Background: an optimization exercise with open tools, aiming at small area. Do not read the settings as production practice. Function not checked in this run: the RTL went through the layout flow alone. Power is estimated from default activity; no workload was simulated.

==> design/flow/design.v <==
`timescale 1ns/1ps
package wallacePkg;
	localparam int rowCount = 13;
	localparam int rowWidth = 26;
	localparam int rowShift = 2;
	localparam int productWidth = 48;
	localparam int pipeDepth = 3;
endpackage
`timescale 1ns/1ps
module fullAdder (input logic a, input logic b, input logic c, output logic s, output logic co);
	assign s = a ^ b ^ c;
	assign co = (a & b) | (a & c) | (b & c);
endmodule
module halfAdder (input logic a, input logic b, output logic s, output logic co);
	assign s = a ^ b;
	assign co = a & b;
endmodule
module earlyReducer
(
	input logic clk,
	input logic rstN,
	input logic [337:0] rows,
	input logic inValid,
	output logic [15:0] lowQ,
	output logic [60:0] pairQ,
	output logic carryQ,
	output logic earlyValid
);
	logic w1, w2, w3, w4, w5, w6, w7, w8, w9, w10, w11, w12, w13, w14, w15, w16, w17, w18, w19, w20, w21, w22, w23, w24, w25, w26, w27, w28, w29, w30, w31, w32, w33, w34, w35, w36, w37, w38, w39, w40, w41, w42, w43, w44, w45, w46, w47, w48, w49, w50, w51, w52, w53, w54, w55, w56, w57, w58, w59, w60, w61, w62, w63, w64, w65, w66, w67, w68, w69, w70, w71, w72, w73, w74, w75, w76, w77, w78, w79, w80, w81, w82, w83, w84, w85, w86, w87, w88, w89, w90, w91, w92, w93, w94, w95, w96, w97, w98, w99, w100, w101, w102, w103, w104, w105, w106, w107, w108, w109, w110, w111, w112, w113, w114, w115, w116, w117, w118, w119, w120, w121, w122, w123, w124, w125, w126, w127, w128, w129, w130, w131, w132, w133, w134, w135, w136, w137, w138, w139, w140, w141, w142, w143, w144, w145, w146, w147, w148, w149, w150, w151, w152, w153, w154, w155, w156, w157, w158, w159, w160, w161, w162, w163, w164, w165, w166, w167, w168, w169, w170, w171, w172, w173, w174, w175, w176, w177, w178, w179, w180, w181, w182, w183, w184, w185, w186, w187, w188, w189, w190, w191, w192, w193, w194, w195, w196, w197, w198, w199, w200, w201, w202, w203, w204, w205, w206, w207, w208, w209, w210, w211, w212, w213, w214, w215, w216, w217, w218, w219, w220, w221, w222, w223, w224, w225, w226, w227, w228, w229, w230, w231, w232, w233, w234, w235, w236, w237, w238, w239, w240, w241, w242, w243, w244, w245, w246, w247, w248, w249, w250, w251, w252, w253, w254, w255, w256, w257, w258, w259, w260, w261, w262, w263, w264, w265, w266, w267, w268, w269, w270, w271, w272, w273, w274, w275, w276, w277, w278, w279, w280, w281, w282, w283, w284, w285, w286, w287, w288, w289, w290, w291, w292, w293, w294, w295, w296, w297, w298, w299, w300, w301, w302, w303, w304, w305, w306, w307, w308, w309, w310, w311, w312, w313, w314, w315, w316, w317, w318, w319, w320, w321, w322, w323, w324, w325, w326, w327, w328, w329, w330, w331, w332, w333, w334, w335, w336, w337, w338, w339, w340, w341, w342, w343, w344, w345, w346, w347, w348, w349, w350, w351, w352, w353, w354, w355, w356, w357, w358, w359, w360, w361, w362, w363, w364, w365, w366, w367, w368, w369, w370, w371, w372, w373, w374, w375, w376, w377, w378, w379, w380, w381, w382, w383, w384, w385, w386, w387, w388, w389, w390, w391, w392, w393, w394, w395, w396, w397, w398, w399, w400, w401, w402, w403, w404, w405, w406, w407, w408, w409, w410, w411, w412, w413, w414, w415, w416, w417, w418, w419, w420, w421, w422, w423, w424, w425, w426, w427, w428, w429, w430, w431, w432, w433, w434, w435, w436, w437, w438, w439, w440, w441, w442, w443, w444, w445, w446, w447, w448, w449, w450, w451, w452, w453, w454, w455, w456, w457, w458, w459, w460, w461, w462, w463, w464, w465, w466, w467, w468, w469, w470, w471, w472, w473, w474, w475, w476, w477, w478, w479, w480, w481, w482, w483, w484, w485, w486, w487, w488, w489, w490, w491, w492, w493, w494, w495, w496, w497, w498, w499, w500, w501, w502, w503, w504, w505, w506, w507, w508, w509, w510, w511, w512, w513, w514, w515, w516, w517, w518, w519, w520, w521, w522, w523, w524, w525, w526, w527, w528, w529, w530, w531, w532, w533, w534, w535, w536, w537, w538, w539, w540, w541, w542, w543, w544, w545, w546, w547, w548, w549, w550, w551, w552, w553, w554, w555, w556, w557, w558, w559, w560, w561, w562, w563, w564, w565, w566, w567, w568, w569, w570, w571, w572, w573, w574, w575, w576, w577, w578, w579, w580, w581, w582, w583, w584, w585, w586, w587, w588, w589, w590, w591, w592, w593, w594, w595, w596, w597, w598, w599, w600, w601, w602, w603, w604, w605, w606, w607, w608, w609, w610, w611, w612, w613, w614;
	halfAdder uw1 (.a(rows[18]), .b(rows[42]), .s(w1), .co(w2));
	fullAdder uw3 (.a(rows[19]), .b(rows[43]), .c(rows[67]), .s(w3), .co(w4));
	fullAdder uw5 (.a(rows[20]), .b(rows[44]), .c(rows[68]), .s(w5), .co(w6));
	halfAdder uw7 (.a(rows[92]), .b(rows[116]), .s(w7), .co(w8));
	fullAdder uw9 (.a(rows[21]), .b(rows[45]), .c(rows[69]), .s(w9), .co(w10));
	fullAdder uw11 (.a(rows[93]), .b(rows[117]), .c(rows[141]), .s(w11), .co(w12));
	fullAdder uw13 (.a(rows[22]), .b(rows[46]), .c(rows[70]), .s(w13), .co(w14));
	fullAdder uw15 (.a(rows[94]), .b(rows[118]), .c(rows[142]), .s(w15), .co(w16));
	halfAdder uw17 (.a(rows[166]), .b(rows[190]), .s(w17), .co(w18));
	fullAdder uw19 (.a(rows[23]), .b(rows[47]), .c(rows[71]), .s(w19), .co(w20));
	fullAdder uw21 (.a(rows[95]), .b(rows[119]), .c(rows[143]), .s(w21), .co(w22));
	fullAdder uw23 (.a(rows[167]), .b(rows[191]), .c(rows[215]), .s(w23), .co(w24));
	fullAdder uw25 (.a(rows[24]), .b(rows[48]), .c(rows[72]), .s(w25), .co(w26));
	fullAdder uw27 (.a(rows[96]), .b(rows[120]), .c(rows[144]), .s(w27), .co(w28));
	fullAdder uw29 (.a(rows[168]), .b(rows[192]), .c(rows[216]), .s(w29), .co(w30));
	halfAdder uw31 (.a(rows[240]), .b(rows[264]), .s(w31), .co(w32));
	fullAdder uw33 (.a(rows[25]), .b(rows[49]), .c(rows[73]), .s(w33), .co(w34));
	fullAdder uw35 (.a(rows[97]), .b(rows[121]), .c(rows[145]), .s(w35), .co(w36));
	fullAdder uw37 (.a(rows[169]), .b(rows[193]), .c(rows[217]), .s(w37), .co(w38));
	fullAdder uw39 (.a(rows[241]), .b(rows[265]), .c(rows[289]), .s(w39), .co(w40));
	fullAdder uw41 (.a(rows[25]), .b(rows[50]), .c(rows[74]), .s(w41), .co(w42));
	fullAdder uw43 (.a(rows[98]), .b(rows[122]), .c(rows[146]), .s(w43), .co(w44));
	fullAdder uw45 (.a(rows[170]), .b(rows[194]), .c(rows[218]), .s(w45), .co(w46));
	fullAdder uw47 (.a(rows[242]), .b(rows[266]), .c(rows[290]), .s(w47), .co(w48));
	fullAdder uw49 (.a(rows[75]), .b(rows[99]), .c(rows[123]), .s(w49), .co(w50));
	fullAdder uw51 (.a(rows[147]), .b(rows[171]), .c(rows[195]), .s(w51), .co(w52));
	fullAdder uw53 (.a(rows[219]), .b(rows[243]), .c(rows[267]), .s(w53), .co(w54));
	assign w55 = ~rows[291];
	fullAdder uw56 (.a(rows[25]), .b(rows[51]), .c(w55), .s(w56), .co(w57));
	fullAdder uw58 (.a(rows[76]), .b(rows[100]), .c(rows[124]), .s(w58), .co(w59));
	fullAdder uw60 (.a(rows[148]), .b(rows[172]), .c(rows[196]), .s(w60), .co(w61));
	fullAdder uw62 (.a(rows[220]), .b(rows[244]), .c(rows[268]), .s(w62), .co(w63));
	fullAdder uw64 (.a(rows[101]), .b(rows[125]), .c(rows[149]), .s(w64), .co(w65));
	fullAdder uw66 (.a(rows[173]), .b(rows[197]), .c(rows[221]), .s(w66), .co(w67));
	fullAdder uw68 (.a(rows[245]), .b(rows[269]), .c(rows[293]), .s(w68), .co(w69));
	fullAdder uw70 (.a(rows[102]), .b(rows[126]), .c(rows[150]), .s(w70), .co(w71));
	fullAdder uw72 (.a(rows[174]), .b(rows[198]), .c(rows[222]), .s(w72), .co(w73));
	fullAdder uw74 (.a(rows[127]), .b(rows[151]), .c(rows[175]), .s(w74), .co(w75));
	fullAdder uw76 (.a(rows[199]), .b(rows[223]), .c(rows[247]), .s(w76), .co(w77));
	fullAdder uw78 (.a(rows[128]), .b(rows[152]), .c(rows[176]), .s(w78), .co(w79));
	fullAdder uw80 (.a(rows[153]), .b(rows[177]), .c(rows[201]), .s(w80), .co(w81));
	halfAdder uw82 (.a(rows[12]), .b(rows[36]), .s(w82), .co(w83));
	fullAdder uw84 (.a(rows[13]), .b(rows[37]), .c(rows[61]), .s(w84), .co(w85));
	fullAdder uw86 (.a(rows[14]), .b(rows[38]), .c(rows[62]), .s(w86), .co(w87));
	halfAdder uw88 (.a(rows[86]), .b(rows[110]), .s(w88), .co(w89));
	fullAdder uw90 (.a(rows[15]), .b(rows[39]), .c(rows[63]), .s(w90), .co(w91));
	fullAdder uw92 (.a(rows[87]), .b(rows[111]), .c(rows[135]), .s(w92), .co(w93));
	fullAdder uw94 (.a(rows[16]), .b(rows[40]), .c(rows[64]), .s(w94), .co(w95));
	fullAdder uw96 (.a(rows[88]), .b(rows[112]), .c(rows[136]), .s(w96), .co(w97));
	halfAdder uw98 (.a(rows[160]), .b(rows[184]), .s(w98), .co(w99));
	fullAdder uw100 (.a(rows[17]), .b(rows[41]), .c(rows[65]), .s(w100), .co(w101));
	fullAdder uw102 (.a(rows[89]), .b(rows[113]), .c(rows[137]), .s(w102), .co(w103));
	fullAdder uw104 (.a(rows[161]), .b(rows[185]), .c(rows[209]), .s(w104), .co(w105));
	fullAdder uw106 (.a(rows[66]), .b(rows[90]), .c(rows[114]), .s(w106), .co(w107));
	fullAdder uw108 (.a(rows[138]), .b(rows[162]), .c(rows[186]), .s(w108), .co(w109));
	fullAdder uw110 (.a(rows[210]), .b(rows[234]), .c(w1), .s(w110), .co(w111));
	fullAdder uw112 (.a(rows[91]), .b(rows[115]), .c(rows[139]), .s(w112), .co(w113));
	fullAdder uw114 (.a(rows[163]), .b(rows[187]), .c(rows[211]), .s(w114), .co(w115));
	fullAdder uw116 (.a(rows[235]), .b(w2), .c(w3), .s(w116), .co(w117));
	fullAdder uw118 (.a(rows[140]), .b(rows[164]), .c(rows[188]), .s(w118), .co(w119));
	fullAdder uw120 (.a(rows[212]), .b(rows[236]), .c(rows[260]), .s(w120), .co(w121));
	fullAdder uw122 (.a(w7), .b(w4), .c(w5), .s(w122), .co(w123));
	fullAdder uw124 (.a(rows[165]), .b(rows[189]), .c(rows[213]), .s(w124), .co(w125));
	fullAdder uw126 (.a(rows[237]), .b(rows[261]), .c(w8), .s(w126), .co(w127));
	fullAdder uw128 (.a(w6), .b(w9), .c(w11), .s(w128), .co(w129));
	fullAdder uw130 (.a(rows[214]), .b(rows[238]), .c(rows[262]), .s(w130), .co(w131));
	fullAdder uw132 (.a(rows[286]), .b(w17), .c(w10), .s(w132), .co(w133));
	fullAdder uw134 (.a(w12), .b(w13), .c(w15), .s(w134), .co(w135));
	fullAdder uw136 (.a(rows[239]), .b(rows[263]), .c(rows[287]), .s(w136), .co(w137));
	fullAdder uw138 (.a(w18), .b(w14), .c(w16), .s(w138), .co(w139));
	fullAdder uw140 (.a(w19), .b(w21), .c(w23), .s(w140), .co(w141));
	fullAdder uw142 (.a(rows[288]), .b(rows[312]), .c(w31), .s(w142), .co(w143));
	fullAdder uw144 (.a(w20), .b(w22), .c(w24), .s(w144), .co(w145));
	fullAdder uw146 (.a(w25), .b(w27), .c(w29), .s(w146), .co(w147));
	fullAdder uw148 (.a(rows[313]), .b(w32), .c(w26), .s(w148), .co(w149));
	fullAdder uw150 (.a(w28), .b(w30), .c(w33), .s(w150), .co(w151));
	fullAdder uw152 (.a(w35), .b(w37), .c(w39), .s(w152), .co(w153));
	fullAdder uw154 (.a(rows[314]), .b(w34), .c(w36), .s(w154), .co(w155));
	fullAdder uw156 (.a(w38), .b(w40), .c(w41), .s(w156), .co(w157));
	fullAdder uw158 (.a(w43), .b(w45), .c(w47), .s(w158), .co(w159));
	fullAdder uw160 (.a(rows[315]), .b(w42), .c(w44), .s(w160), .co(w161));
	fullAdder uw162 (.a(w46), .b(w48), .c(w49), .s(w162), .co(w163));
	assign w164 = ~w56;
	fullAdder uw165 (.a(w51), .b(w53), .c(w164), .s(w165), .co(w166));
	fullAdder uw167 (.a(rows[316]), .b(w50), .c(w52), .s(w167), .co(w168));
	fullAdder uw169 (.a(w54), .b(w58), .c(w60), .s(w169), .co(w170));
	assign w171 = ~w62;
	fullAdder uw172 (.a(rows[292]), .b(w57), .c(w171), .s(w172), .co(w173));
	assign w174 = ~rows[77];
	fullAdder uw175 (.a(rows[292]), .b(rows[317]), .c(w174), .s(w175), .co(w176));
	fullAdder uw177 (.a(w59), .b(w61), .c(w63), .s(w177), .co(w178));
	fullAdder uw179 (.a(w64), .b(w66), .c(w68), .s(w179), .co(w180));
	fullAdder uw181 (.a(rows[270]), .b(rows[294]), .c(rows[318]), .s(w181), .co(w182));
	fullAdder uw183 (.a(w65), .b(w67), .c(w69), .s(w183), .co(w184));
	assign w185 = ~rows[246];
	fullAdder uw186 (.a(w185), .b(w70), .c(w72), .s(w186), .co(w187));
	fullAdder uw188 (.a(rows[246]), .b(rows[271]), .c(rows[295]), .s(w188), .co(w189));
	fullAdder uw190 (.a(rows[319]), .b(w71), .c(w73), .s(w190), .co(w191));
	assign w192 = ~rows[103];
	fullAdder uw193 (.a(w192), .b(w74), .c(w76), .s(w193), .co(w194));
	fullAdder uw195 (.a(rows[224]), .b(rows[248]), .c(rows[272]), .s(w195), .co(w196));
	assign w197 = ~rows[200];
	fullAdder uw198 (.a(rows[296]), .b(rows[320]), .c(w197), .s(w198), .co(w199));
	fullAdder uw200 (.a(w75), .b(w77), .c(w78), .s(w200), .co(w201));
	fullAdder uw202 (.a(rows[200]), .b(rows[225]), .c(rows[249]), .s(w202), .co(w203));
	fullAdder uw204 (.a(rows[273]), .b(rows[297]), .c(rows[321]), .s(w204), .co(w205));
	assign w206 = ~rows[129];
	fullAdder uw207 (.a(w206), .b(w79), .c(w80), .s(w207), .co(w208));
	fullAdder uw209 (.a(rows[178]), .b(rows[202]), .c(rows[226]), .s(w209), .co(w210));
	fullAdder uw211 (.a(rows[250]), .b(rows[274]), .c(rows[298]), .s(w211), .co(w212));
	assign w213 = ~rows[154];
	fullAdder uw214 (.a(rows[322]), .b(w213), .c(w81), .s(w214), .co(w215));
	fullAdder uw216 (.a(rows[154]), .b(rows[179]), .c(rows[203]), .s(w216), .co(w217));
	fullAdder uw218 (.a(rows[227]), .b(rows[251]), .c(rows[275]), .s(w218), .co(w219));
	assign w220 = ~rows[155];
	fullAdder uw221 (.a(rows[299]), .b(rows[323]), .c(w220), .s(w221), .co(w222));
	fullAdder uw223 (.a(rows[180]), .b(rows[204]), .c(rows[228]), .s(w223), .co(w224));
	fullAdder uw225 (.a(rows[252]), .b(rows[276]), .c(rows[300]), .s(w225), .co(w226));
	fullAdder uw227 (.a(rows[205]), .b(rows[229]), .c(rows[253]), .s(w227), .co(w228));
	fullAdder uw229 (.a(rows[277]), .b(rows[301]), .c(rows[325]), .s(w229), .co(w230));
	fullAdder uw231 (.a(rows[206]), .b(rows[230]), .c(rows[254]), .s(w231), .co(w232));
	fullAdder uw233 (.a(rows[231]), .b(rows[255]), .c(rows[279]), .s(w233), .co(w234));
	halfAdder uw235 (.a(rows[8]), .b(rows[32]), .s(w235), .co(w236));
	fullAdder uw237 (.a(rows[9]), .b(rows[33]), .c(rows[57]), .s(w237), .co(w238));
	fullAdder uw239 (.a(rows[10]), .b(rows[34]), .c(rows[58]), .s(w239), .co(w240));
	halfAdder uw241 (.a(rows[82]), .b(rows[106]), .s(w241), .co(w242));
	fullAdder uw243 (.a(rows[11]), .b(rows[35]), .c(rows[59]), .s(w243), .co(w244));
	fullAdder uw245 (.a(rows[83]), .b(rows[107]), .c(rows[131]), .s(w245), .co(w246));
	fullAdder uw247 (.a(rows[60]), .b(rows[84]), .c(rows[108]), .s(w247), .co(w248));
	fullAdder uw249 (.a(rows[132]), .b(rows[156]), .c(w82), .s(w249), .co(w250));
	fullAdder uw251 (.a(rows[85]), .b(rows[109]), .c(rows[133]), .s(w251), .co(w252));
	fullAdder uw253 (.a(rows[157]), .b(w83), .c(w84), .s(w253), .co(w254));
	fullAdder uw255 (.a(rows[134]), .b(rows[158]), .c(rows[182]), .s(w255), .co(w256));
	fullAdder uw257 (.a(w88), .b(w85), .c(w86), .s(w257), .co(w258));
	fullAdder uw259 (.a(rows[159]), .b(rows[183]), .c(w89), .s(w259), .co(w260));
	fullAdder uw261 (.a(w87), .b(w90), .c(w92), .s(w261), .co(w262));
	fullAdder uw263 (.a(rows[208]), .b(w98), .c(w91), .s(w263), .co(w264));
	fullAdder uw265 (.a(w93), .b(w94), .c(w96), .s(w265), .co(w266));
	fullAdder uw267 (.a(w99), .b(w95), .c(w97), .s(w267), .co(w268));
	fullAdder uw269 (.a(w100), .b(w102), .c(w104), .s(w269), .co(w270));
	fullAdder uw271 (.a(w101), .b(w103), .c(w105), .s(w271), .co(w272));
	fullAdder uw273 (.a(w106), .b(w108), .c(w110), .s(w273), .co(w274));
	fullAdder uw275 (.a(w107), .b(w109), .c(w112), .s(w275), .co(w276));
	fullAdder uw277 (.a(w114), .b(w111), .c(w116), .s(w277), .co(w278));
	fullAdder uw279 (.a(w113), .b(w115), .c(w118), .s(w279), .co(w280));
	fullAdder uw281 (.a(w120), .b(w117), .c(w122), .s(w281), .co(w282));
	fullAdder uw283 (.a(w119), .b(w121), .c(w124), .s(w283), .co(w284));
	fullAdder uw285 (.a(w126), .b(w123), .c(w128), .s(w285), .co(w286));
	fullAdder uw287 (.a(w125), .b(w130), .c(w127), .s(w287), .co(w288));
	fullAdder uw289 (.a(w132), .b(w129), .c(w134), .s(w289), .co(w290));
	fullAdder uw291 (.a(w131), .b(w136), .c(w133), .s(w291), .co(w292));
	fullAdder uw293 (.a(w135), .b(w138), .c(w140), .s(w293), .co(w294));
	fullAdder uw295 (.a(w137), .b(w142), .c(w139), .s(w295), .co(w296));
	fullAdder uw297 (.a(w141), .b(w144), .c(w146), .s(w297), .co(w298));
	fullAdder uw299 (.a(w143), .b(w145), .c(w148), .s(w299), .co(w300));
	fullAdder uw301 (.a(w147), .b(w150), .c(w152), .s(w301), .co(w302));
	fullAdder uw303 (.a(w149), .b(w151), .c(w153), .s(w303), .co(w304));
	fullAdder uw305 (.a(w154), .b(w156), .c(w158), .s(w305), .co(w306));
	fullAdder uw307 (.a(w155), .b(w157), .c(w159), .s(w307), .co(w308));
	fullAdder uw309 (.a(w160), .b(w162), .c(w165), .s(w309), .co(w310));
	fullAdder uw311 (.a(w161), .b(w163), .c(w166), .s(w311), .co(w312));
	assign w313 = ~w172;
	fullAdder uw314 (.a(w167), .b(w169), .c(w313), .s(w314), .co(w315));
	fullAdder uw316 (.a(w175), .b(w168), .c(w170), .s(w316), .co(w317));
	assign w318 = ~w173;
	fullAdder uw319 (.a(w177), .b(w318), .c(w179), .s(w319), .co(w320));
	fullAdder uw321 (.a(w176), .b(w181), .c(w178), .s(w321), .co(w322));
	fullAdder uw323 (.a(w180), .b(w183), .c(w186), .s(w323), .co(w324));
	fullAdder uw325 (.a(w182), .b(w188), .c(w184), .s(w325), .co(w326));
	fullAdder uw327 (.a(w187), .b(w190), .c(w193), .s(w327), .co(w328));
	fullAdder uw329 (.a(w189), .b(w195), .c(w198), .s(w329), .co(w330));
	fullAdder uw331 (.a(w191), .b(w194), .c(w200), .s(w331), .co(w332));
	fullAdder uw333 (.a(w196), .b(w199), .c(w202), .s(w333), .co(w334));
	fullAdder uw335 (.a(w204), .b(w201), .c(w207), .s(w335), .co(w336));
	fullAdder uw337 (.a(w203), .b(w205), .c(w209), .s(w337), .co(w338));
	fullAdder uw339 (.a(w211), .b(w208), .c(w214), .s(w339), .co(w340));
	fullAdder uw341 (.a(w210), .b(w212), .c(w216), .s(w341), .co(w342));
	fullAdder uw343 (.a(w218), .b(w221), .c(w215), .s(w343), .co(w344));
	fullAdder uw345 (.a(w217), .b(w219), .c(w222), .s(w345), .co(w346));
	assign w347 = ~rows[324];
	fullAdder uw348 (.a(w347), .b(w223), .c(w225), .s(w348), .co(w349));
	fullAdder uw350 (.a(rows[324]), .b(w224), .c(w226), .s(w350), .co(w351));
	assign w352 = ~rows[181];
	fullAdder uw353 (.a(w352), .b(w227), .c(w229), .s(w353), .co(w354));
	assign w355 = ~rows[278];
	fullAdder uw356 (.a(rows[302]), .b(rows[326]), .c(w355), .s(w356), .co(w357));
	fullAdder uw358 (.a(w228), .b(w230), .c(w231), .s(w358), .co(w359));
	fullAdder uw360 (.a(rows[278]), .b(rows[303]), .c(rows[327]), .s(w360), .co(w361));
	assign w362 = ~rows[207];
	fullAdder uw363 (.a(w362), .b(w232), .c(w233), .s(w363), .co(w364));
	fullAdder uw365 (.a(rows[256]), .b(rows[280]), .c(rows[304]), .s(w365), .co(w366));
	assign w367 = ~rows[232];
	fullAdder uw368 (.a(rows[328]), .b(w367), .c(w234), .s(w368), .co(w369));
	fullAdder uw370 (.a(rows[232]), .b(rows[257]), .c(rows[281]), .s(w370), .co(w371));
	assign w372 = ~rows[233];
	fullAdder uw373 (.a(rows[305]), .b(rows[329]), .c(w372), .s(w373), .co(w374));
	fullAdder uw375 (.a(rows[258]), .b(rows[282]), .c(rows[306]), .s(w375), .co(w376));
	fullAdder uw377 (.a(rows[283]), .b(rows[307]), .c(rows[331]), .s(w377), .co(w378));
	halfAdder uw379 (.a(rows[6]), .b(rows[30]), .s(w379), .co(w380));
	fullAdder uw381 (.a(rows[7]), .b(rows[31]), .c(rows[55]), .s(w381), .co(w382));
	fullAdder uw383 (.a(rows[56]), .b(rows[80]), .c(rows[104]), .s(w383), .co(w384));
	fullAdder uw385 (.a(rows[81]), .b(rows[105]), .c(w236), .s(w385), .co(w386));
	fullAdder uw387 (.a(rows[130]), .b(w241), .c(w238), .s(w387), .co(w388));
	fullAdder uw389 (.a(w242), .b(w240), .c(w243), .s(w389), .co(w390));
	fullAdder uw391 (.a(w244), .b(w246), .c(w247), .s(w391), .co(w392));
	fullAdder uw393 (.a(w248), .b(w251), .c(w250), .s(w393), .co(w394));
	fullAdder uw395 (.a(w252), .b(w255), .c(w254), .s(w395), .co(w396));
	fullAdder uw397 (.a(w256), .b(w259), .c(w258), .s(w397), .co(w398));
	fullAdder uw399 (.a(w260), .b(w263), .c(w262), .s(w399), .co(w400));
	fullAdder uw401 (.a(w264), .b(w266), .c(w267), .s(w401), .co(w402));
	fullAdder uw403 (.a(w268), .b(w270), .c(w271), .s(w403), .co(w404));
	fullAdder uw405 (.a(w272), .b(w275), .c(w274), .s(w405), .co(w406));
	fullAdder uw407 (.a(w276), .b(w279), .c(w278), .s(w407), .co(w408));
	fullAdder uw409 (.a(w280), .b(w283), .c(w282), .s(w409), .co(w410));
	fullAdder uw411 (.a(w284), .b(w287), .c(w286), .s(w411), .co(w412));
	fullAdder uw413 (.a(w288), .b(w291), .c(w290), .s(w413), .co(w414));
	fullAdder uw415 (.a(w292), .b(w295), .c(w294), .s(w415), .co(w416));
	fullAdder uw417 (.a(w296), .b(w299), .c(w298), .s(w417), .co(w418));
	fullAdder uw419 (.a(w300), .b(w302), .c(w303), .s(w419), .co(w420));
	fullAdder uw421 (.a(w304), .b(w306), .c(w307), .s(w421), .co(w422));
	fullAdder uw423 (.a(w308), .b(w310), .c(w311), .s(w423), .co(w424));
	fullAdder uw425 (.a(w312), .b(w316), .c(w315), .s(w425), .co(w426));
	fullAdder uw427 (.a(w317), .b(w321), .c(w320), .s(w427), .co(w428));
	fullAdder uw429 (.a(w322), .b(w325), .c(w324), .s(w429), .co(w430));
	fullAdder uw431 (.a(w329), .b(w326), .c(w328), .s(w431), .co(w432));
	fullAdder uw433 (.a(w330), .b(w333), .c(w332), .s(w433), .co(w434));
	fullAdder uw435 (.a(w334), .b(w337), .c(w336), .s(w435), .co(w436));
	fullAdder uw437 (.a(w338), .b(w341), .c(w343), .s(w437), .co(w438));
	fullAdder uw439 (.a(w342), .b(w345), .c(w348), .s(w439), .co(w440));
	fullAdder uw441 (.a(w346), .b(w349), .c(w350), .s(w441), .co(w442));
	fullAdder uw443 (.a(w356), .b(w351), .c(w354), .s(w443), .co(w444));
	fullAdder uw445 (.a(w357), .b(w360), .c(w359), .s(w445), .co(w446));
	fullAdder uw447 (.a(w361), .b(w365), .c(w364), .s(w447), .co(w448));
	fullAdder uw449 (.a(w366), .b(w370), .c(w373), .s(w449), .co(w450));
	fullAdder uw451 (.a(w371), .b(w374), .c(w375), .s(w451), .co(w452));
	fullAdder uw453 (.a(rows[330]), .b(w376), .c(w377), .s(w453), .co(w454));
	assign w455 = ~rows[284];
	fullAdder uw456 (.a(rows[308]), .b(rows[332]), .c(w455), .s(w456), .co(w457));
	fullAdder uw458 (.a(rows[284]), .b(rows[309]), .c(rows[333]), .s(w458), .co(w459));
	halfAdder uw460 (.a(rows[4]), .b(rows[28]), .s(w460), .co(w461));
	fullAdder uw462 (.a(rows[5]), .b(rows[29]), .c(rows[53]), .s(w462), .co(w463));
	fullAdder uw464 (.a(rows[54]), .b(rows[78]), .c(w379), .s(w464), .co(w465));
	fullAdder uw466 (.a(rows[79]), .b(w380), .c(w381), .s(w466), .co(w467));
	fullAdder uw468 (.a(w235), .b(w382), .c(w383), .s(w468), .co(w469));
	fullAdder uw470 (.a(w384), .b(w237), .c(w385), .s(w470), .co(w471));
	fullAdder uw472 (.a(w239), .b(w386), .c(w387), .s(w472), .co(w473));
	fullAdder uw474 (.a(w245), .b(w388), .c(w389), .s(w474), .co(w475));
	fullAdder uw476 (.a(w249), .b(w390), .c(w391), .s(w476), .co(w477));
	fullAdder uw478 (.a(w392), .b(w253), .c(w393), .s(w478), .co(w479));
	fullAdder uw480 (.a(w257), .b(w394), .c(w395), .s(w480), .co(w481));
	fullAdder uw482 (.a(w261), .b(w396), .c(w397), .s(w482), .co(w483));
	fullAdder uw484 (.a(w265), .b(w398), .c(w399), .s(w484), .co(w485));
	fullAdder uw486 (.a(w269), .b(w400), .c(w401), .s(w486), .co(w487));
	fullAdder uw488 (.a(w273), .b(w402), .c(w403), .s(w488), .co(w489));
	fullAdder uw490 (.a(w404), .b(w277), .c(w405), .s(w490), .co(w491));
	fullAdder uw492 (.a(w281), .b(w406), .c(w407), .s(w492), .co(w493));
	fullAdder uw494 (.a(w285), .b(w408), .c(w409), .s(w494), .co(w495));
	fullAdder uw496 (.a(w289), .b(w410), .c(w411), .s(w496), .co(w497));
	fullAdder uw498 (.a(w293), .b(w412), .c(w413), .s(w498), .co(w499));
	fullAdder uw500 (.a(w297), .b(w414), .c(w415), .s(w500), .co(w501));
	fullAdder uw502 (.a(w301), .b(w416), .c(w417), .s(w502), .co(w503));
	fullAdder uw504 (.a(w305), .b(w418), .c(w419), .s(w504), .co(w505));
	fullAdder uw506 (.a(w309), .b(w420), .c(w421), .s(w506), .co(w507));
	fullAdder uw508 (.a(w314), .b(w422), .c(w423), .s(w508), .co(w509));
	fullAdder uw510 (.a(w319), .b(w424), .c(w425), .s(w510), .co(w511));
	fullAdder uw512 (.a(w323), .b(w426), .c(w427), .s(w512), .co(w513));
	fullAdder uw514 (.a(w327), .b(w428), .c(w429), .s(w514), .co(w515));
	fullAdder uw516 (.a(w331), .b(w430), .c(w431), .s(w516), .co(w517));
	fullAdder uw518 (.a(w335), .b(w432), .c(w433), .s(w518), .co(w519));
	fullAdder uw520 (.a(w339), .b(w434), .c(w435), .s(w520), .co(w521));
	fullAdder uw522 (.a(w340), .b(w436), .c(w437), .s(w522), .co(w523));
	fullAdder uw524 (.a(w344), .b(w439), .c(w438), .s(w524), .co(w525));
	fullAdder uw526 (.a(w353), .b(w440), .c(w441), .s(w526), .co(w527));
	fullAdder uw528 (.a(w358), .b(w442), .c(w443), .s(w528), .co(w529));
	fullAdder uw530 (.a(w363), .b(w444), .c(w445), .s(w530), .co(w531));
	fullAdder uw532 (.a(w368), .b(w446), .c(w447), .s(w532), .co(w533));
	fullAdder uw534 (.a(w369), .b(w449), .c(w448), .s(w534), .co(w535));
	assign w536 = ~rows[330];
	fullAdder uw537 (.a(w536), .b(w450), .c(w451), .s(w537), .co(w538));
	assign w539 = ~rows[259];
	fullAdder uw540 (.a(w539), .b(w452), .c(w453), .s(w540), .co(w541));
	fullAdder uw542 (.a(w378), .b(w456), .c(w454), .s(w542), .co(w543));
	assign w544 = ~rows[285];
	fullAdder uw545 (.a(w544), .b(w457), .c(w458), .s(w545), .co(w546));
	assign w547 = ~rows[310];
	fullAdder uw548 (.a(rows[334]), .b(w547), .c(w459), .s(w548), .co(w549));
	assign w550 = rows[310] ^ rows[311] ^ rows[335];
	halfAdder uw551 (.a(rows[2]), .b(rows[26]), .s(w551), .co(w552));
	fullAdder uw553 (.a(rows[3]), .b(rows[27]), .c(w552), .s(w553), .co(w554));
	fullAdder uw555 (.a(rows[52]), .b(w460), .c(w554), .s(w555), .co(w556));
	fullAdder uw557 (.a(w461), .b(w462), .c(w556), .s(w557), .co(w558));
	halfAdder uw559 (.a(w463), .b(w464), .s(w559), .co(w560));
	halfAdder uw561 (.a(w465), .b(w466), .s(w561), .co(w562));
	halfAdder uw563 (.a(w467), .b(w468), .s(w563), .co(w564));
	halfAdder uw565 (.a(w469), .b(w470), .s(w565), .co(w566));
	halfAdder uw567 (.a(w471), .b(w472), .s(w567), .co(w568));
	halfAdder uw569 (.a(w473), .b(w474), .s(w569), .co(w570));
	halfAdder uw571 (.a(w475), .b(w476), .s(w571), .co(w572));
	halfAdder uw573 (.a(w477), .b(w478), .s(w573), .co(w574));
	halfAdder uw575 (.a(w479), .b(w480), .s(w575), .co(w576));
	halfAdder uw577 (.a(w481), .b(w482), .s(w577), .co(w578));
	assign w579 = w560 | (w559 & w558);
	assign w580 = w564 | (w563 & w562);
	assign w581 = w563 & w561;
	assign w582 = w568 | (w567 & w566);
	assign w583 = w567 & w565;
	assign w584 = w572 | (w571 & w570);
	assign w585 = w571 & w569;
	assign w586 = w576 | (w575 & w574);
	assign w587 = w575 & w573;
	assign w588 = w580 | (w581 & w579);
	assign w589 = w584 | (w585 & w582);
	assign w590 = w585 & w583;
	assign w591 = w589 | (w590 & w588);
	assign w592 = w582 | (w583 & w588);
	assign w593 = w586 | (w587 & w591);
	assign w594 = w562 | (w561 & w579);
	assign w595 = w566 | (w565 & w588);
	assign w596 = w570 | (w569 & w592);
	assign w597 = w574 | (w573 & w591);
	assign w598 = w578 | (w577 & w593);
	assign w599 = w559 ^ w558;
	assign w600 = w561 ^ w579;
	assign w601 = w563 ^ w594;
	assign w602 = w565 ^ w588;
	assign w603 = w567 ^ w595;
	assign w604 = w569 ^ w592;
	assign w605 = w571 ^ w596;
	assign w606 = w573 ^ w591;
	assign w607 = w575 ^ w597;
	assign w608 = w577 ^ w593;
	halfAdder uw609 (.a(w545), .b(w543), .s(w609), .co(w610));
	fullAdder uw611 (.a(w546), .b(w548), .c(w610), .s(w611), .co(w612));
	assign w613 = w550 ^ w549 ^ w612;
	assign w614 = ~w613;
	always_ff @(posedge clk) begin
		lowQ[0] <= rows[0];
		lowQ[1] <= rows[1];
		lowQ[2] <= w551;
		lowQ[3] <= w553;
		lowQ[4] <= w555;
		lowQ[5] <= w557;
		lowQ[6] <= w599;
		lowQ[7] <= w600;
		lowQ[8] <= w601;
		lowQ[9] <= w602;
		lowQ[10] <= w603;
		lowQ[11] <= w604;
		lowQ[12] <= w605;
		lowQ[13] <= w606;
		lowQ[14] <= w607;
		lowQ[15] <= w608;
		pairQ[0] <= w483;
		pairQ[1] <= w484;
		pairQ[2] <= w485;
		pairQ[3] <= w486;
		pairQ[4] <= w487;
		pairQ[5] <= w488;
		pairQ[6] <= w489;
		pairQ[7] <= w490;
		pairQ[8] <= w491;
		pairQ[9] <= w492;
		pairQ[10] <= w493;
		pairQ[11] <= w494;
		pairQ[12] <= w495;
		pairQ[13] <= w496;
		pairQ[14] <= w497;
		pairQ[15] <= w498;
		pairQ[16] <= w499;
		pairQ[17] <= w500;
		pairQ[18] <= w501;
		pairQ[19] <= w502;
		pairQ[20] <= w503;
		pairQ[21] <= w504;
		pairQ[22] <= w505;
		pairQ[23] <= w506;
		pairQ[24] <= w507;
		pairQ[25] <= w508;
		pairQ[26] <= w509;
		pairQ[27] <= w510;
		pairQ[28] <= w511;
		pairQ[29] <= w512;
		pairQ[30] <= w513;
		pairQ[31] <= w514;
		pairQ[32] <= w515;
		pairQ[33] <= w516;
		pairQ[34] <= w517;
		pairQ[35] <= w518;
		pairQ[36] <= w519;
		pairQ[37] <= w520;
		pairQ[38] <= w521;
		pairQ[39] <= w522;
		pairQ[40] <= w523;
		pairQ[41] <= w524;
		pairQ[42] <= w525;
		pairQ[43] <= w526;
		pairQ[44] <= w527;
		pairQ[45] <= w528;
		pairQ[46] <= w529;
		pairQ[47] <= w530;
		pairQ[48] <= w531;
		pairQ[49] <= w532;
		pairQ[50] <= w533;
		pairQ[51] <= w534;
		pairQ[52] <= w535;
		pairQ[53] <= w537;
		pairQ[54] <= w538;
		pairQ[55] <= w540;
		pairQ[56] <= w541;
		pairQ[57] <= w542;
		pairQ[58] <= w609;
		pairQ[59] <= w611;
		pairQ[60] <= w614;
		carryQ <= w598;
	end
	always_ff @(posedge clk or negedge rstN) begin
		if (!rstN) begin
			earlyValid <= 1'b0;
		end else begin
			earlyValid <= inValid;
		end
	end
endmodule
`timescale 1ns/1ps
module lateReducer
(
	input logic clk,
	input logic rstN,
	input logic [15:0] lowQ,
	input logic [60:0] pairQ,
	input logic carryQ,
	input logic earlyValid,
	output logic [47:0] sumQ,
	output logic pairValid
);
	logic l1, l2, l3, l4, l5, l6, l7, l8, l9, l10, l11, l12, l13, l14, l15, l16, l17, l18, l19, l20, l21, l22, l23, l24, l25, l26, l27, l28, l29, l30, l31, l32, l33, l34, l35, l36, l37, l38, l39, l40, l41, l42, l43, l44, l45, l46, l47, l48, l49, l50, l51, l52, l53, l54, l55, l56, l57, l58, l59, l60, l61, l62, l63, l64, l65, l66, l67, l68, l69, l70, l71, l72, l73, l74, l75, l76, l77, l78, l79, l80, l81, l82, l83, l84, l85, l86, l87, l88, l89, l90, l91, l92, l93, l94, l95, l96, l97, l98, l99, l100, l101, l102, l103, l104, l105, l106, l107, l108, l109, l110, l111, l112, l113, l114, l115, l116, l117, l118, l119, l120, l121, l122, l123, l124, l125, l126, l127, l128, l129, l130, l131, l132, l133, l134, l135, l136, l137, l138, l139, l140, l141, l142, l143, l144, l145, l146, l147, l148, l149, l150, l151, l152, l153, l154, l155, l156, l157, l158, l159, l160, l161, l162, l163, l164, l165;
	halfAdder ul1 (.a(pairQ[0]), .b(pairQ[1]), .s(l1), .co(l2));
	halfAdder ul3 (.a(pairQ[2]), .b(pairQ[3]), .s(l3), .co(l4));
	halfAdder ul5 (.a(pairQ[4]), .b(pairQ[5]), .s(l5), .co(l6));
	halfAdder ul7 (.a(pairQ[6]), .b(pairQ[7]), .s(l7), .co(l8));
	halfAdder ul9 (.a(pairQ[8]), .b(pairQ[9]), .s(l9), .co(l10));
	halfAdder ul11 (.a(pairQ[10]), .b(pairQ[11]), .s(l11), .co(l12));
	halfAdder ul13 (.a(pairQ[12]), .b(pairQ[13]), .s(l13), .co(l14));
	halfAdder ul15 (.a(pairQ[14]), .b(pairQ[15]), .s(l15), .co(l16));
	halfAdder ul17 (.a(pairQ[16]), .b(pairQ[17]), .s(l17), .co(l18));
	halfAdder ul19 (.a(pairQ[18]), .b(pairQ[19]), .s(l19), .co(l20));
	halfAdder ul21 (.a(pairQ[20]), .b(pairQ[21]), .s(l21), .co(l22));
	halfAdder ul23 (.a(pairQ[22]), .b(pairQ[23]), .s(l23), .co(l24));
	halfAdder ul25 (.a(pairQ[24]), .b(pairQ[25]), .s(l25), .co(l26));
	halfAdder ul27 (.a(pairQ[26]), .b(pairQ[27]), .s(l27), .co(l28));
	halfAdder ul29 (.a(pairQ[28]), .b(pairQ[29]), .s(l29), .co(l30));
	halfAdder ul31 (.a(pairQ[30]), .b(pairQ[31]), .s(l31), .co(l32));
	halfAdder ul33 (.a(pairQ[32]), .b(pairQ[33]), .s(l33), .co(l34));
	halfAdder ul35 (.a(pairQ[34]), .b(pairQ[35]), .s(l35), .co(l36));
	halfAdder ul37 (.a(pairQ[36]), .b(pairQ[37]), .s(l37), .co(l38));
	halfAdder ul39 (.a(pairQ[38]), .b(pairQ[39]), .s(l39), .co(l40));
	halfAdder ul41 (.a(pairQ[40]), .b(pairQ[41]), .s(l41), .co(l42));
	halfAdder ul43 (.a(pairQ[42]), .b(pairQ[43]), .s(l43), .co(l44));
	halfAdder ul45 (.a(pairQ[44]), .b(pairQ[45]), .s(l45), .co(l46));
	halfAdder ul47 (.a(pairQ[46]), .b(pairQ[47]), .s(l47), .co(l48));
	halfAdder ul49 (.a(pairQ[48]), .b(pairQ[49]), .s(l49), .co(l50));
	halfAdder ul51 (.a(pairQ[50]), .b(pairQ[51]), .s(l51), .co(l52));
	halfAdder ul53 (.a(pairQ[52]), .b(pairQ[53]), .s(l53), .co(l54));
	halfAdder ul55 (.a(pairQ[54]), .b(pairQ[55]), .s(l55), .co(l56));
	halfAdder ul57 (.a(pairQ[56]), .b(pairQ[57]), .s(l57), .co(l58));
	assign l59 = l2 | (l1 & carryQ);
	assign l60 = l6 | (l5 & l4);
	assign l61 = l5 & l3;
	assign l62 = l10 | (l9 & l8);
	assign l63 = l9 & l7;
	assign l64 = l14 | (l13 & l12);
	assign l65 = l13 & l11;
	assign l66 = l18 | (l17 & l16);
	assign l67 = l17 & l15;
	assign l68 = l22 | (l21 & l20);
	assign l69 = l21 & l19;
	assign l70 = l26 | (l25 & l24);
	assign l71 = l25 & l23;
	assign l72 = l30 | (l29 & l28);
	assign l73 = l29 & l27;
	assign l74 = l34 | (l33 & l32);
	assign l75 = l33 & l31;
	assign l76 = l38 | (l37 & l36);
	assign l77 = l37 & l35;
	assign l78 = l42 | (l41 & l40);
	assign l79 = l41 & l39;
	assign l80 = l46 | (l45 & l44);
	assign l81 = l45 & l43;
	assign l82 = l50 | (l49 & l48);
	assign l83 = l49 & l47;
	assign l84 = l54 | (l53 & l52);
	assign l85 = l53 & l51;
	assign l86 = l58 | (l57 & l56);
	assign l87 = l57 & l55;
	assign l88 = l60 | (l61 & l59);
	assign l89 = l64 | (l65 & l62);
	assign l90 = l65 & l63;
	assign l91 = l68 | (l69 & l66);
	assign l92 = l69 & l67;
	assign l93 = l72 | (l73 & l70);
	assign l94 = l73 & l71;
	assign l95 = l76 | (l77 & l74);
	assign l96 = l77 & l75;
	assign l97 = l80 | (l81 & l78);
	assign l98 = l81 & l79;
	assign l99 = l84 | (l85 & l82);
	assign l100 = l85 & l83;
	assign l101 = l89 | (l90 & l88);
	assign l102 = l93 | (l94 & l91);
	assign l103 = l94 & l92;
	assign l104 = l97 | (l98 & l95);
	assign l105 = l98 & l96;
	assign l106 = l102 | (l103 & l101);
	assign l107 = l104 | (l105 & l106);
	assign l108 = l91 | (l92 & l101);
	assign l109 = l95 | (l96 & l106);
	assign l110 = l99 | (l100 & l107);
	assign l111 = l62 | (l63 & l88);
	assign l112 = l66 | (l67 & l101);
	assign l113 = l70 | (l71 & l108);
	assign l114 = l74 | (l75 & l106);
	assign l115 = l78 | (l79 & l109);
	assign l116 = l82 | (l83 & l107);
	assign l117 = l86 | (l87 & l110);
	assign l118 = l4 | (l3 & l59);
	assign l119 = l8 | (l7 & l88);
	assign l120 = l12 | (l11 & l111);
	assign l121 = l16 | (l15 & l101);
	assign l122 = l20 | (l19 & l112);
	assign l123 = l24 | (l23 & l108);
	assign l124 = l28 | (l27 & l113);
	assign l125 = l32 | (l31 & l106);
	assign l126 = l36 | (l35 & l114);
	assign l127 = l40 | (l39 & l109);
	assign l128 = l44 | (l43 & l115);
	assign l129 = l48 | (l47 & l107);
	assign l130 = l52 | (l51 & l116);
	assign l131 = l56 | (l55 & l110);
	assign l132 = l1 ^ carryQ;
	assign l133 = l3 ^ l59;
	assign l134 = l5 ^ l118;
	assign l135 = l7 ^ l88;
	assign l136 = l9 ^ l119;
	assign l137 = l11 ^ l111;
	assign l138 = l13 ^ l120;
	assign l139 = l15 ^ l101;
	assign l140 = l17 ^ l121;
	assign l141 = l19 ^ l112;
	assign l142 = l21 ^ l122;
	assign l143 = l23 ^ l108;
	assign l144 = l25 ^ l123;
	assign l145 = l27 ^ l113;
	assign l146 = l29 ^ l124;
	assign l147 = l31 ^ l106;
	assign l148 = l33 ^ l125;
	assign l149 = l35 ^ l114;
	assign l150 = l37 ^ l126;
	assign l151 = l39 ^ l109;
	assign l152 = l41 ^ l127;
	assign l153 = l43 ^ l115;
	assign l154 = l45 ^ l128;
	assign l155 = l47 ^ l107;
	assign l156 = l49 ^ l129;
	assign l157 = l51 ^ l116;
	assign l158 = l53 ^ l130;
	assign l159 = l55 ^ l110;
	assign l160 = l57 ^ l131;
	assign l161 = pairQ[58] ^ l117;
	assign l162 = l117 & pairQ[58];
	assign l163 = pairQ[59] ^ l162;
	assign l164 = l162 & pairQ[59];
	assign l165 = pairQ[60] ^ l164;
	always_ff @(posedge clk) begin
		sumQ[15:0] <= lowQ;
		sumQ[16] <= l132;
		sumQ[17] <= l133;
		sumQ[18] <= l134;
		sumQ[19] <= l135;
		sumQ[20] <= l136;
		sumQ[21] <= l137;
		sumQ[22] <= l138;
		sumQ[23] <= l139;
		sumQ[24] <= l140;
		sumQ[25] <= l141;
		sumQ[26] <= l142;
		sumQ[27] <= l143;
		sumQ[28] <= l144;
		sumQ[29] <= l145;
		sumQ[30] <= l146;
		sumQ[31] <= l147;
		sumQ[32] <= l148;
		sumQ[33] <= l149;
		sumQ[34] <= l150;
		sumQ[35] <= l151;
		sumQ[36] <= l152;
		sumQ[37] <= l153;
		sumQ[38] <= l154;
		sumQ[39] <= l155;
		sumQ[40] <= l156;
		sumQ[41] <= l157;
		sumQ[42] <= l158;
		sumQ[43] <= l159;
		sumQ[44] <= l160;
		sumQ[45] <= l161;
		sumQ[46] <= l163;
		sumQ[47] <= l165;
	end
	always_ff @(posedge clk or negedge rstN) begin
		if (!rstN) begin
			pairValid <= 1'b0;
		end else begin
			pairValid <= earlyValid;
		end
	end
endmodule
`timescale 1ns/1ps
module finalAdder
(
	input logic clk,
	input logic rstN,
	input logic [47:0] sumQ,
	input logic pairValid,
	output logic [47:0] product,
	output logic outValid
);
	always_ff @(posedge clk) begin
		product <= sumQ;
	end
	always_ff @(posedge clk or negedge rstN) begin
		if (!rstN) begin
			outValid <= 1'b0;
		end else begin
			outValid <= pairValid;
		end
	end
endmodule
`timescale 1ns/1ps
module wallaceTree
(
	input logic clk,
	input logic rstN,
	input logic [337:0] rows,
	input logic inValid,
	output logic [47:0] product,
	output logic outValid
);
	logic [15:0] lowQ;
	logic [60:0] pairQ;
	logic carryQ;
	logic earlyValid;
	logic [47:0] sumQ;
	logic pairValid;
	earlyReducer uEarly (
		.clk(clk),
		.rstN(rstN),
		.rows(rows),
		.inValid(inValid),
		.lowQ(lowQ),
		.pairQ(pairQ),
		.carryQ(carryQ),
		.earlyValid(earlyValid)
	);
	lateReducer uLate (
		.clk(clk),
		.rstN(rstN),
		.lowQ(lowQ),
		.pairQ(pairQ),
		.carryQ(carryQ),
		.earlyValid(earlyValid),
		.sumQ(sumQ),
		.pairValid(pairValid)
	);
	finalAdder uFinal (
		.clk(clk),
		.rstN(rstN),
		.sumQ(sumQ),
		.pairValid(pairValid),
		.product(product),
		.outValid(outValid)
	);
endmodule
==> design/flow/flow/run.sh <==
#!/bin/bash
# Standard layout with smaller port buffers and no CTS dummy loads.
export BUFFER_PORTS_ARGS="-buffer_cell sky130_fd_sc_hd__buf_1"
export CTS_ARGS="-sink_clustering_enable -repair_clock_nets -dont_use_dummy_load -buf_list {sky130_fd_sc_hd__clkbuf_4 sky130_fd_sc_hd__clkbuf_8} -sink_clustering_size 30 -sink_clustering_max_diameter 100"
bash standard.sh > standard.log 2>&1
status=$?
tail -20 standard.log
exit $status
==> design/flow/standard.sh <==
#!/bin/bash
# synth_recipe.tcl (not shown) runs the flow's synth.tcl, then flattens the netlist and writes it again
# the make line also repeats each setting of config.mk as NAME=value (left out here)
make -C /OpenROAD-flow-scripts/flow DESIGN_CONFIG=/design/flow/config.mk WORK_HOME=/design/flow/orfs CLKGATE_MAP_FILE= SYNTH_SCRIPT=/design/flow/synth_recipe.tcl "${@:-finish}"
==> design/flow/config.mk <==
export PLATFORM = sky130hd
export DESIGN_NAME = wallaceTree
export DESIGN_NICKNAME = wallaceTree
export VERILOG_FILES = /design/flow/design.v
export SDC_FILE = /design/flow/constraint.sdc
export NUM_CORES = 4
export LEC_CHECK = 0
export CAP_MARGIN = 20
export CORE_MARGIN = 2
export CORE_UTILIZATION = 30
export GPL_TIMING_DRIVEN = 0
export SLEW_MARGIN = 20
export SYNTH_HIERARCHICAL = 1
==> design/flow/constraint.sdc <==
create_clock -name core_clock -period 3.0 [get_ports {clk}]
set_input_delay 0.6000 -clock core_clock [delete_from_list [all_inputs] [get_ports {clk}]]
set_output_delay 0.6000 -clock core_clock [all_outputs]
set_load 0.01 [all_outputs]
==> flow_summary_export.csv <==
group,metric,value,unit
floorplan,dieHeight,191,um
floorplan,dieArea,36500,um2
worst_setup_path,path_cells,"buf_6 -> fa_1 -> fa_2 -> fa_1 -> fa_1 -> ha_4 -> a21o_1 -> a31o_1 -> ha_2 -> or2_1",
power,p_leak,4.98,nW
worst_setup_path,cp-end-kind,"flip-flop",
synth,synth.largest_area_cell,"fa_1",
grt,grt-ovfl-total,0,
drt,drc_errors,0,
timing,hold_violations,0,
run_status,so_faults,"negative setup slack",
worst_setup_path,path_delay_family,"adder cells",
timing,min_period,3.19,ns
floorplan,initial_core_util,30.4,%
power,powerDensity,856,nW/um2
final_layout,area_delta_synth_final,22.6,%
synth,synth_enable_flop_cells,0,
synth,synth.ff_latch_count,177,
clocking,clk_pin_slew,0.08,ns
worst_setup_path,crit_path_max_incr_delay,0.53,ns
worst_setup_path,r2r_end,"uLate.sumQ[30]",
worst_setup_path,r2r_setup_slack,0.37,ns
job,drv_cap,0,
synth,async_reset_ff_share,1.69,%
floorplan,ioPinCount,390,
timing,fin_crit_sh,106,%
clocking,cts_max_path_buffers,2,
floorplan,fp.dieW,191,um
drt,wl_per_cell,13.9,um
grt,grt_pass1_vias,7284,
power,max-vdd-ir-drop,0.293,mV
grt,grt_pass1_wl,34.8,mm
run_status,outcome,"complete, but fails checks",
clocking,clock-sinks,177,
worst_hold_path,hp-class,"input port to flip-flop",
synth,synth_commonest_cells,"256 x fa_1, 174 x dfxtp_1, 75 x ha_1",
worst_setup_path,crit_buf_inv,1,
timing,drv_slew,0,
worst_setup_path,critPathArrivalTime,3.48,ns
place,gp_congestion,0.885,
synth,synth_area,10500,um2
worst_hold_path,min_path_cells,1,
drt,vias_per_cell,4.08,
synth,yosysSeqAreaShare,33.9,%
worst_setup_path,r2r_cells,11,
place,dp_hpwl,19.4,mm
final_layout,nets,1735,
synth,yosysWarnings,9,
clocking,cts_buffers,17,
place,pre_cts_ws,-0.655,ns
final_layout,drive_gt1_share,4.90,%
synth,synth_nets,1327,
worst_setup_path,start_kind,"input port",
worst_setup_path,worst_ep_required_time,3.29,ns
place,dpl_cell_area,12600,um2
synth,synthTopCellsByArea,"fa_1 49%, dfxtp_1 33%, ha_1 8.9%",
worst_setup_path,reg2reg_from,"uEarly.pairQ[1]",
synth,avgSynthCellArea,16.0,um2
timing,skew,0.0416,ns
worst_setup_path,crit_slowest_cell,"fa_1",
final_layout,fin_area,12900,um2
clocking,h-tree-depth,4,
grt,grt_use_total,12.4,%
timing,layout_setup_ws,-0.191,ns
worst_setup_path,worstSetupPathType,"input port to flip-flop",
worst_hold_path,min_from,"inValid",
timing,max-slew-margin-rel,72.7,%
synth,synth-main-ff-cell,"dfxtp_1",
worst_setup_path,crit_top_cell,"fa_1",
floorplan,coreArea,34500,um2
synth,synthMostInstantiatedCell,"fa_1",
floorplan,rows,68,
timing,setup_viol,2,
grt,grt_max_degree,19,
place,port-buffer-count,387,
timing,timing.fmax,313,MHz
drt,vias,6193,
drt,postRouteAntennaNets,0,
clocking,cts_tree,"done",
synth,syn_inst,655,
drt,drt_iter0_markers,80,
drt,first_pass_iters,4,
worst_setup_path,startpoint,"rows[13]",
timing,worstMarginPinSlew,0.405,ns
drt,routed_wl,21.0,mm
synth,ys_types,36,
grt,antenna_found_initial,2,
clocking,worstSkewPairLatency,0.45,ns
worst_hold_path,min_to,"uEarly.earlyValid",
synth,yosysTopAreaCellShare,48.8,%
timing,rsz0062_at_grt,"yes",
worst_setup_path,crit_fanout,2,
clocking,cts_root_buffer,"clkbuf_8",
[per-layer routing]
metal / global-route usage (%) / routed length [um]
met2: 24.1 / 11400
met3: 3.71 / 1850
met4: 3.28 / 327
met1: 12.9 / 7500
met5: 0 / 7
[power breakdown]
part	total [mW]	internal [mW]	switching [mW]	leakage [nW]
combinational	5.85	2.72	3.13	3.36
clock	1.23	0.503	0.727	0.122
sequential	3.94	3.65	0.295	1.50
[cell type report]
type | instances | area (um2)
antenna | 1 | 2.50
tap | 455 | 569
clock buffer | 17 | 234
inverter | 25 | 93.8
timing repair buffer | 389 | 1480
sequential | 177 | 3560
fill | 3400 | 21700
multi-input combinational | 453 | 6940
[Yosys stat by module, one instance, submodules excluded, excerpt]
module	flops+latches	cells	area (um2)	copies in the design
earlyReducer	79	136	1920	1
lateReducer	49	162	1820	1
finalAdder	49	49	986	1
fullAdder	0	1	20.0	256
halfAdder	0	1	12.5	52
[cells in the final DEF, fill, tap and decap left out, drive strengths merged, types with 3 or more instances in the layout]
master / instances
nor2: 22
dfxtp: 174
dfrtp: 3
nand3: 6
inv: 25
o21ai: 9
a21o: 7
a211oi: 4
buf: 388
nand2: 14
o211ai: 3
fa: 256
a21oi: 16
xnor2: 22
ha: 75
clkbuf: 17
or2: 3
[cells by family after synthesis]
family / count (synthesis) / synth area share [%]
adder cells (fa/ha/maj): 331 / 57.7
flip-flops: 177 / 33.9
AND/OR/NAND/NOR: 53 / 2.48
AO/OA/AOI/OAI: 46 / 3.13
buffers and inverters: 25 / 0.893
XOR/XNOR: 23 / 1.92
[what timing repair did]
item | in CTS | in global routing
setup buffers | 1 | 0
resized for setup | 1 | 2
hold buffers | 1 | 0
endpoints found under the hold margin | 3 | 0
endpoints found under the setup margin | 2 | 2
[through the flow]
step	power (mW)	cells	hold WS [ns]	TNS (ns)	util [%]
finish	11.0	1517	0.268	-0.198	37.3
global route	12.4	1516	0.223	-0.300	37.3
CTS	11.4	1516	0.220	-0.178	37.3
detailed placement	10.0	1497	0.312	-7.02	36.5
global placement	9.94	1497	0.310	-6.37	36.5
floorplan	8.17	655	0.304	-0.872	-
[how the worst max path moves through the flow]
stage	endpoint	slack (ns)	cells past startpoint
after detailed placement	uEarly.carryQ	-0.66	10
final	uEarly.carryQ	-0.19	10
after global routing	uEarly.carryQ	-0.25	10
after CTS	uEarly.carryQ	-0.18	10
after global placement	uEarly.carryQ	-0.66	10
after floorplan	uEarly.carryQ	-0.43	9
[flip-flops by register name, summed over array words and instances (netlist names)]
signal             cells
uLate.pairValid        1
uEarly.carryQ          1
uFinal.product        48
uEarly.pairQ          61
uEarly.lowQ           16
uLate.sumQ            48
uEarly.earlyValid      1
uFinal.outValid        1

## re-timing with driven ports
In the flow no input, the clock included, has a driving cell. The finished layout below was timed again as built, in two steps. Step 1, drivers: a clkbuf_16 drives clk and a buf_2 each remaining input, both assumed. Step 2 adds t to the input delays and takes it off the output delays; t is the mean of the earliest and latest rising clock arrival at the registers after step 1. Input paths then give back, and output paths get back, about the clock's delay inside the block. Slacks: no drivers / after step 1 / after step 2; pairs: no drivers / after step 1.
shift t [ns]: 0.468
setup slack, ns: -0.191 / -0.181 / -0.649
clock arrival spread, ns: 0.042 / 0.042
worst register clock-pin slew, ns: 0.11 / 0.11
worst slew at a driven data input, ns: 0.09
For this run, drivers alone change the setup slack by +0.010 ns; drivers and shift together by -0.458 ns.
